Source: an optimization exercise on an open RTL-to-GDS flow (aim: small area). Production flows keep margins and buffers that such runs may drop. RTL that was checked went through simulation tests only; none was proved equivalent to the original. No activity file was given, so power comes from the tool's default toggle rates.

Design alu_system, start of the top module:
module alu_system (
    input  wire         clk,
    input  wire         reset,
    input  wire  [35:0] i_ctrl,
    output logic [7:0]  o_alu_out,
    output logic [3:0]  o_flags,
    output logic [7:0]  o_address,
    output logic [7:0]  o_mem_data,
    output logic [15:0] o_ir
);
    alu_system_pkg::ctrl_t ctrl;
    assign ctrl = alu_system_pkg::ctrl_t'(i_ctrl);
    alu_system_pkg::data_t rf_data;
    alu_system_pkg::data_t arf_data;
    alu_system_pkg::data_t rf_a;
    alu_system_pkg::data_t rf_b;
    alu_system_pkg::data_t arf_c;
    alu_system_pkg::data_t alu_a;
    reg_bank #(.NUM_REGS(4)) rf0 (
        .clk(clk), .reset(reset), .i_ctrl(ctrl.rf), .i_data(rf_data),
        .o_a(rf_a), .o_b(rf_b)
    );
    reg_bank #(.NUM_REGS(3)) arf0 (
        .clk(clk), .reset(reset), .i_ctrl(ctrl.arf), .i_data(arf_data),
        .o_a(arf_c), .o_b(o_address)
    );
    instr_reg ir0 (
        .clk(clk), .reset(reset), .i_en(ctrl.ir_en), .i_fun(ctrl.ir_fun),
        .i_low(ctrl.ir_low), .i_data(o_mem_data), .o_ir(o_ir)
    );
    bus_mux mux0 (
        .i_mux_a_sel(ctrl.mux_a_sel), .i_mux_b_sel(ctrl.mux_b_sel),
        .i_mux_c_sel(ctrl.mux_c_sel), .i_alu(o_alu_out), .i_arf_c(arf_c),
        .i_rf_a(rf_a), .i_mem(o_mem_data), .i_ir(o_ir),
        .o_rf_data(rf_data), .o_arf_data(arf_data), .o_alu_a(alu_a)
    );
    alu_unit alu0 (
        .clk(clk), .reset(reset), .i_op(ctrl.alu_op), .i_flag_we(ctrl.flag_we),
        .i_a(alu_a), .i_b(rf_b), .o_result(o_alu_out), .o_flags(o_flags)
    );
    data_memory mem0 (
        .clk(clk), .i_addr(o_address), .i_wdata(o_alu_out), .i_wr(ctrl.mem_wr),
        .i_cs_n(ctrl.mem_cs_n), .o_rdata(o_mem_data)
    );
endmodule
Size in the first run: ~8400 cells after synthesis, about 82 I/O pins, roughly 79000 um2 of cells after synthesis.
export LEC_CHECK = 0
export CAP_MARGIN = 20
export CORE_MARGIN = 2
export CORE_UTILIZATION = 40
export CTS_BUF_LIST = sky130_fd_sc_hd__clkbuf_8
export CTS_CLUSTER_SIZE = 30
export SLEW_MARGIN = 20
export SYNTH_HIERARCHICAL = 1
export SYNTH_MINIMUM_KEEP_SIZE = 0
create_clock -name core_clock -period 10.0 [get_ports {clk}]
standard.sh (not shown) runs the stock make flow with config.mk's settings and CLKGATE_MAP_FILE= SYNTH_SCRIPT=/design/flow/synth_recipe.tcl, a recipe that flattens the netlist after the stock synthesis.
==> flow/flow/run.sh <==
#!/bin/bash
# Standard ORFS layout, except that after the standard synthesis every
# combinational cell is set to its smallest drive strength; the flow's own
# repair steps then size up only what timing needs.
set -euo pipefail
W=$(pwd)
R=$W/orfs/results/$FLOW_PLATFORM/alu_system/base
LIB=$FLOW_HOME/platforms/$FLOW_PLATFORM/lib/sky130_fd_sc_hd__tt_025C_1v80.lib
bash standard.sh synth > $W/flow_synth.log 2>&1
cp $R/1_2_yosys.v $W/1_2_yosys_orig.v
python3 $W/flow/downsize.py $LIB $R/1_2_yosys.v > $W/flow_downsize.log 2>&1
rm -f $R/1_synth.odb
bash standard.sh "BUFFER_PORTS_ARGS=-buffer_cell sky130_fd_sc_hd__buf_2" RECOVER_POWER=100 finish > $W/flow_finish.log 2>&1
==> flow/flow/downsize.py <==
# Rewrites a Yosys netlist so that every combinational cell uses the smallest-area
# variant of its function (same cell family, different drive strength).
# Registers keep their cell types. Usage: downsize.py LIB NETLIST
import re, sys
lib = open(sys.argv[1]).read()
area = {m.group(1): float(m.group(2)) for m in
        re.finditer(r'cell\s*\(\s*"?(sky130_fd_sc_hd__\w+)"?\s*\)\s*\{.*?area\s*:\s*([\d.]+)', lib, re.S)}
skip = re.compile(r'sky130_fd_sc_hd__(s?e?df|dl|sdl|clk|tap|fill|decap|conb|lpflow|probe|fa_|ha_|maj)')
fam = {}
for c in area:
    m = re.match(r'(sky130_fd_sc_hd__\w+?)_(\d+)$', c)
    if m and not skip.match(c):
        fam.setdefault(m.group(1), []).append(c)
best = {}
for f, cells in fam.items():
    b = min(cells, key=lambda c: (area[c], int(c.rsplit('_', 1)[1])))
    for c in cells:
        if c != b and area[c] > area[b]:
            best[c] = b
text = open(sys.argv[2]).read()
n = [0]
def sub(m):
    c = m.group(1)
    if c in best:
        n[0] += 1
        return best[c] + m.group(2)
    return m.group(0)
text = re.sub(r'\b(sky130_fd_sc_hd__\w+)(\s+[\\\w])', sub, text)
open(sys.argv[2], 'w').write(text)
print("downsized", n[0], "cells")
The first run ran to the end with violations: capacitance limit, slew limit.
Next try:
--- a/flow/flow/run.sh
+++ b/flow/flow/run.sh
@@ -12,2 +12,2 @@
 rm -f $R/1_synth.odb
-bash standard.sh "BUFFER_PORTS_ARGS=-buffer_cell sky130_fd_sc_hd__buf_2" RECOVER_POWER=100 finish > $W/flow_finish.log 2>&1
+bash standard.sh "BUFFER_PORTS_ARGS=-buffer_cell sky130_fd_sc_hd__buf_2" finish > $W/flow_finish.log 2>&1
Settings changed: CTS_BUF_LIST sky130_fd_sc_hd__clkbuf_8 to sky130_fd_sc_hd__clkbuf_4, CTS_CLUSTER_SIZE 30 to default.
=> The new run completed without violations; synthesized cell count is unchanged; final cell count goes up by 2.7%; non-clock buffer count stays the same.
Next try:
Settings changed: CTS_BUF_LIST sky130_fd_sc_hd__clkbuf_4 to sky130_fd_sc_hd__clkbuf_8.
Worst setup slack improved by 0.087 ns. Routed wire length came out lower by 0.98%. Sequential power is about the same. Combinational power is about the same. First-iteration DRC count stays flat. Global-route usage came out lower by 0.28 points. Cell count came out lower by 2.6%. Count of clock-buffer cells in the layout came out lower by 370.
No run of this note included a check of the RTL's function; only the layout flow was run.


Setup of run 1:
Another version of the RTL of alu_system (not shown whole).
Size: roughly 8300 cells after synthesis, ~0.078 mm² of cells after synthesis.
export LEC_CHECK = 0
export CAP_MARGIN = 10
export CORE_MARGIN = 2
export CORE_UTILIZATION = 60
export CTS_BUF_LIST = sky130_fd_sc_hd__clkbuf_16
export CTS_CLUSTER_DIAMETER = 100
export CTS_CLUSTER_SIZE = 28
export GPL_TIMING_DRIVEN = 0
export SETUP_SLACK_MARGIN = 0.2
export SLEW_MARGIN = 10
export SYNTH_HIERARCHICAL = 1
export SYNTH_MINIMUM_KEEP_SIZE = 0
create_clock -name core_clock -period 10.0 [get_ports {clk}]
==> flow/flow/run.sh <==
#!/bin/bash
# Standard ORFS layout, except that after the standard synthesis every
# combinational cell is set to its smallest drive strength; the flow's own
# repair steps then size up only what timing needs.
set -euo pipefail
W=$(pwd)
R=$W/orfs/results/$FLOW_PLATFORM/alu_system/base
LIB=$FLOW_HOME/platforms/$FLOW_PLATFORM/lib/sky130_fd_sc_hd__tt_025C_1v80.lib
bash standard.sh synth > $W/flow_synth.log 2>&1
cp $R/1_2_yosys.v $W/1_2_yosys_orig.v
python3 $W/flow/downsize.py $LIB $R/1_2_yosys.v > $W/flow_downsize.log 2>&1
rm -f $R/1_synth.odb
bash standard.sh REMOVE_ABC_BUFFERS=1 "BUFFER_PORTS_ARGS=-buffer_cell sky130_fd_sc_hd__buf_2" finish > $W/flow_finish.log 2>&1
Scripts as last shown in full above: flow/flow/downsize.py
The final layout from run 1, which completed every stage, passed the timing, design-rule and antenna checks at the end of the flow.
#### Input delta (run 2 over run 1)
Settings: changing CTS_CLUSTER_SIZE from 28 to 18; changing CTS_CLUSTER_DIAMETER from 100 to 70; changing CTS_BUF_LIST from sky130_fd_sc_hd__clkbuf_16 to sky130_fd_sc_hd__clkbuf_8.
## What came out
Run 2 gives more maximum level of the CTS H-tree than run 1 did. Taking run 1 as the reference, in run 2 clock buffer count from CTS rose 53; global-route wire length before repair went up; non-clock buffer count rose 4; global-route usage +0.21 points. Max sum of routed wire length over all layers across run 1 and run 2: run 2. Run 1 -> run 2: critical path depth in cells delta 0, exact match. Of run 1 and run 2, run 2 shows the higher via count, with run 1 below it. Diff run 1 -> run 2: hold slack level, final critical-path share of the clock period moved down.
Function was not checked in any run of this note: the RTL went through the layout flow alone.


Another version of the RTL of alu_system (not shown whole).
Size in the first run: roughly 82 I/O pins, about 75000 sq um of cells after synthesis.
clock: 10.0 ns
lec_check: 0
cap_margin: 0
core_margin: 2
core_utilization: 60
cts_buf_list: sky130_fd_sc_hd__clkbuf_8
cts_cluster_diameter: 70
cts_cluster_size: 18
gpl_timing_driven: 0
setup_slack_margin: 0.3
slew_margin: 0
synth_hierarchical: 1
synth_minimum_keep_size: 0
==> flow/flow/run.sh <==
#!/bin/bash
# Standard ORFS layout with three changes:
# - after the standard synthesis (run unchanged), every combinational cell is
#   set to its smallest drive strength (downsize.py); registers keep their
#   cells, and the flow's repair steps size up only what slew and timing need;
# - the buffers ABC inserted are removed at floorplan (REMOVE_ABC_BUFFERS);
# - the port buffers are small buffers instead of delay cells.
# Each tool's output goes to flow_*.log here; ORFS keeps its own logs in orfs/logs.
set -euo pipefail
W=$(pwd)
R=$W/orfs/results/$FLOW_PLATFORM/alu_system/base
LIB=$FLOW_HOME/platforms/$FLOW_PLATFORM/lib/sky130_fd_sc_hd__tt_025C_1v80.lib
bash standard.sh synth > $W/flow_synth.log 2>&1
cp $R/1_2_yosys.v $W/1_2_yosys_orig.v
python3 $W/flow/downsize.py $LIB $R/1_2_yosys.v > $W/flow_downsize.log 2>&1
rm -f $R/1_synth.odb
bash standard.sh REMOVE_ABC_BUFFERS=1 "BUFFER_PORTS_ARGS=-buffer_cell sky130_fd_sc_hd__buf_2" finish > $W/flow_finish.log 2>&1
Scripts as last shown in full above: flow/flow/downsize.py
The starting point produced a clean layout.
Then changed:
==> flow/flow/run.sh (replaced) <==
#!/bin/bash
# Standard ORFS layout, except that after the standard synthesis every
# combinational cell is set to its smallest drive strength; the flow's own
# repair steps then size up only what timing needs.
set -euo pipefail
W=$(pwd)
R=$W/orfs/results/$FLOW_PLATFORM/alu_system/base
LIB=$FLOW_HOME/platforms/$FLOW_PLATFORM/lib/sky130_fd_sc_hd__tt_025C_1v80.lib
bash standard.sh synth > $W/flow_synth.log 2>&1
cp $R/1_2_yosys.v $W/1_2_yosys_orig.v
python3 $W/flow/downsize.py $LIB $R/1_2_yosys.v > $W/flow_downsize.log 2>&1
rm -f $R/1_synth.odb
bash standard.sh REMOVE_ABC_BUFFERS=1 "BUFFER_PORTS_ARGS=-buffer_cell sky130_fd_sc_hd__buf_2" finish > $W/flow_finish.log 2>&1
--- a/flow/config.mk
+++ b/flow/config.mk
@@ -7,3 +7,3 @@
 export LEC_CHECK = 0
-export CAP_MARGIN = 0
+export CAP_MARGIN = 10
 export CORE_MARGIN = 2
@@ -11,7 +11,7 @@
 export CTS_BUF_LIST = sky130_fd_sc_hd__clkbuf_8
-export CTS_CLUSTER_DIAMETER = 70
-export CTS_CLUSTER_SIZE = 18
+export CTS_CLUSTER_DIAMETER = 65
+export CTS_CLUSTER_SIZE = 16
 export GPL_TIMING_DRIVEN = 0
-export SETUP_SLACK_MARGIN = 0.3
-export SLEW_MARGIN = 0
+export SETUP_SLACK_MARGIN = 0.45
+export SLEW_MARGIN = 10
 export SYNTH_HIERARCHICAL = 1
Total power hardly moves.
Routed wire length rises by 0.37%.
Final area barely changes.
Clock-buffer cell count goes up by 3.
Flip-flop and latch count is unchanged.
Register-to-register slack gets better by 110 ps.
Die area stays the same.
Clock skew is about the same.
Hold slack barely changes.
Non-clock buffer count went up by 10.
Sequential share of layout area is about the same.


== east ==
Another version of the RTL of alu_system (not shown whole).
Size: roughly 8200 cells after synthesis, ~82 I/O pins.
// alu_system
module alu_system (
    input  wire         clk,
    input  wire         reset,
    input  wire  [35:0] i_ctrl,
    output logic [7:0]  o_alu_out,
    output logic [3:0]  o_flags,
    output logic [7:0]  o_address,
    output logic [7:0]  o_mem_data,
    output logic [15:0] o_ir
);
clock: 10.0 ns
lec_check: 0
cap_margin: 10
core_margin: 2
core_utilization: 60
cts_buf_list: sky130_fd_sc_hd__clkbuf_16
cts_cluster_diameter: 100
cts_cluster_size: 28
gpl_timing_driven: 0
setup_slack_margin: 0.2
slew_margin: 10
synth_hierarchical: 1
synth_minimum_keep_size: 0
==> flow/flow/run.sh <==
#!/bin/bash
# Standard ORFS layout, except that after the standard synthesis every
# combinational cell is set to its smallest drive strength; the flow's own
# repair steps then size up only what timing needs.
set -euo pipefail
W=$(pwd)
R=$W/orfs/results/$FLOW_PLATFORM/alu_system/base
LIB=$FLOW_HOME/platforms/$FLOW_PLATFORM/lib/sky130_fd_sc_hd__tt_025C_1v80.lib
bash standard.sh synth > $W/flow_synth.log 2>&1
cp $R/1_2_yosys.v $W/1_2_yosys_orig.v
python3 $W/flow/downsize.py $LIB $R/1_2_yosys.v > $W/flow_downsize.log 2>&1
rm -f $R/1_synth.odb
bash standard.sh REMOVE_ABC_BUFFERS=1 "BUFFER_PORTS_ARGS=-buffer_cell sky130_fd_sc_hd__buf_2" finish > $W/flow_finish.log 2>&1
Scripts as last shown in full above: flow/flow/downsize.py
The inputs of south differ from those of east as listed below.
Settings: changing CTS_CLUSTER_SIZE from 28 to 18; setting PLACE_DENSITY to 0.72 for the first time; changing CTS_CLUSTER_DIAMETER from 100 to 70; changing CTS_BUF_LIST from sky130_fd_sc_hd__clkbuf_16 to sky130_fd_sc_hd__clkbuf_8.
Notes after the runs:
- south has completed all stages; timing, DRC and antenna checks passed.
- south vs. east: maximum clock rate did not really move; post-CTS setup buffer count did not really move.
- Compared with east, south degrades relative slew slack.
- Utilization: south vs east — no meaningful difference
- south vs east — layout buffer count excluding clock buffers rose 2.

re-timing with driven ports:
How much do the figures lean on ideal ports? The routed layouts below were timed once more, with nothing changed but the port constraints.
Step 1, drivers: a clkbuf_16 drives clk and a buf_2 each remaining input, both assumed.
Step 2 also shifts input and output timing later by t, the mid clock arrival at the registers, as if the neighbouring blocks saw the same clock.
Three values: no drivers, after step 1, after step 2; two values: the first two.
| run | shift t [ns] | setup WS [ns] | worst setup path at the end | latest minus earliest clock arrival (ns) |
|---|---|---|---|---|
| the first run of note 1 | 1.106 | 0.381 / 0.353 / -0.405 | input to register | 0.107 / 0.107 |
| the second run of note 1 | 1.419 | 0.541 / 0.513 / 0.513 | input to output | 0.108 / 0.108 |
| the third run of note 1 | 1.103 | 0.628 / 0.600 / 0.600 | input to output | 0.104 / 0.103 |
| run 1 | 0.820 | 0.107 / 0.056 / 0.056 | input to output | 0.043 / 0.044 |
| run 2 | 0.988 | 0.134 / 0.081 / 0.081 | input to output | 0.049 / 0.049 |
| the first run of note 3 | 0.974 | 0.294 / 0.244 / 0.244 | input to output | 0.038 / 0.037 |
| the second run of note 3 | 0.986 | 0.449 / 0.400 / 0.400 | input to output | 0.041 / 0.041 |
| east | 0.793 | 0.194 / 0.158 / 0.158 | input to output | 0.047 / 0.048 |
| south | 0.976 | 0.203 / 0.176 / 0.176 | input to output | 0.050 / 0.049 |
The setup slack of the first run of note 1, which loses most, moves by -0.028 ns with the drivers and by -0.786 ns with both steps.
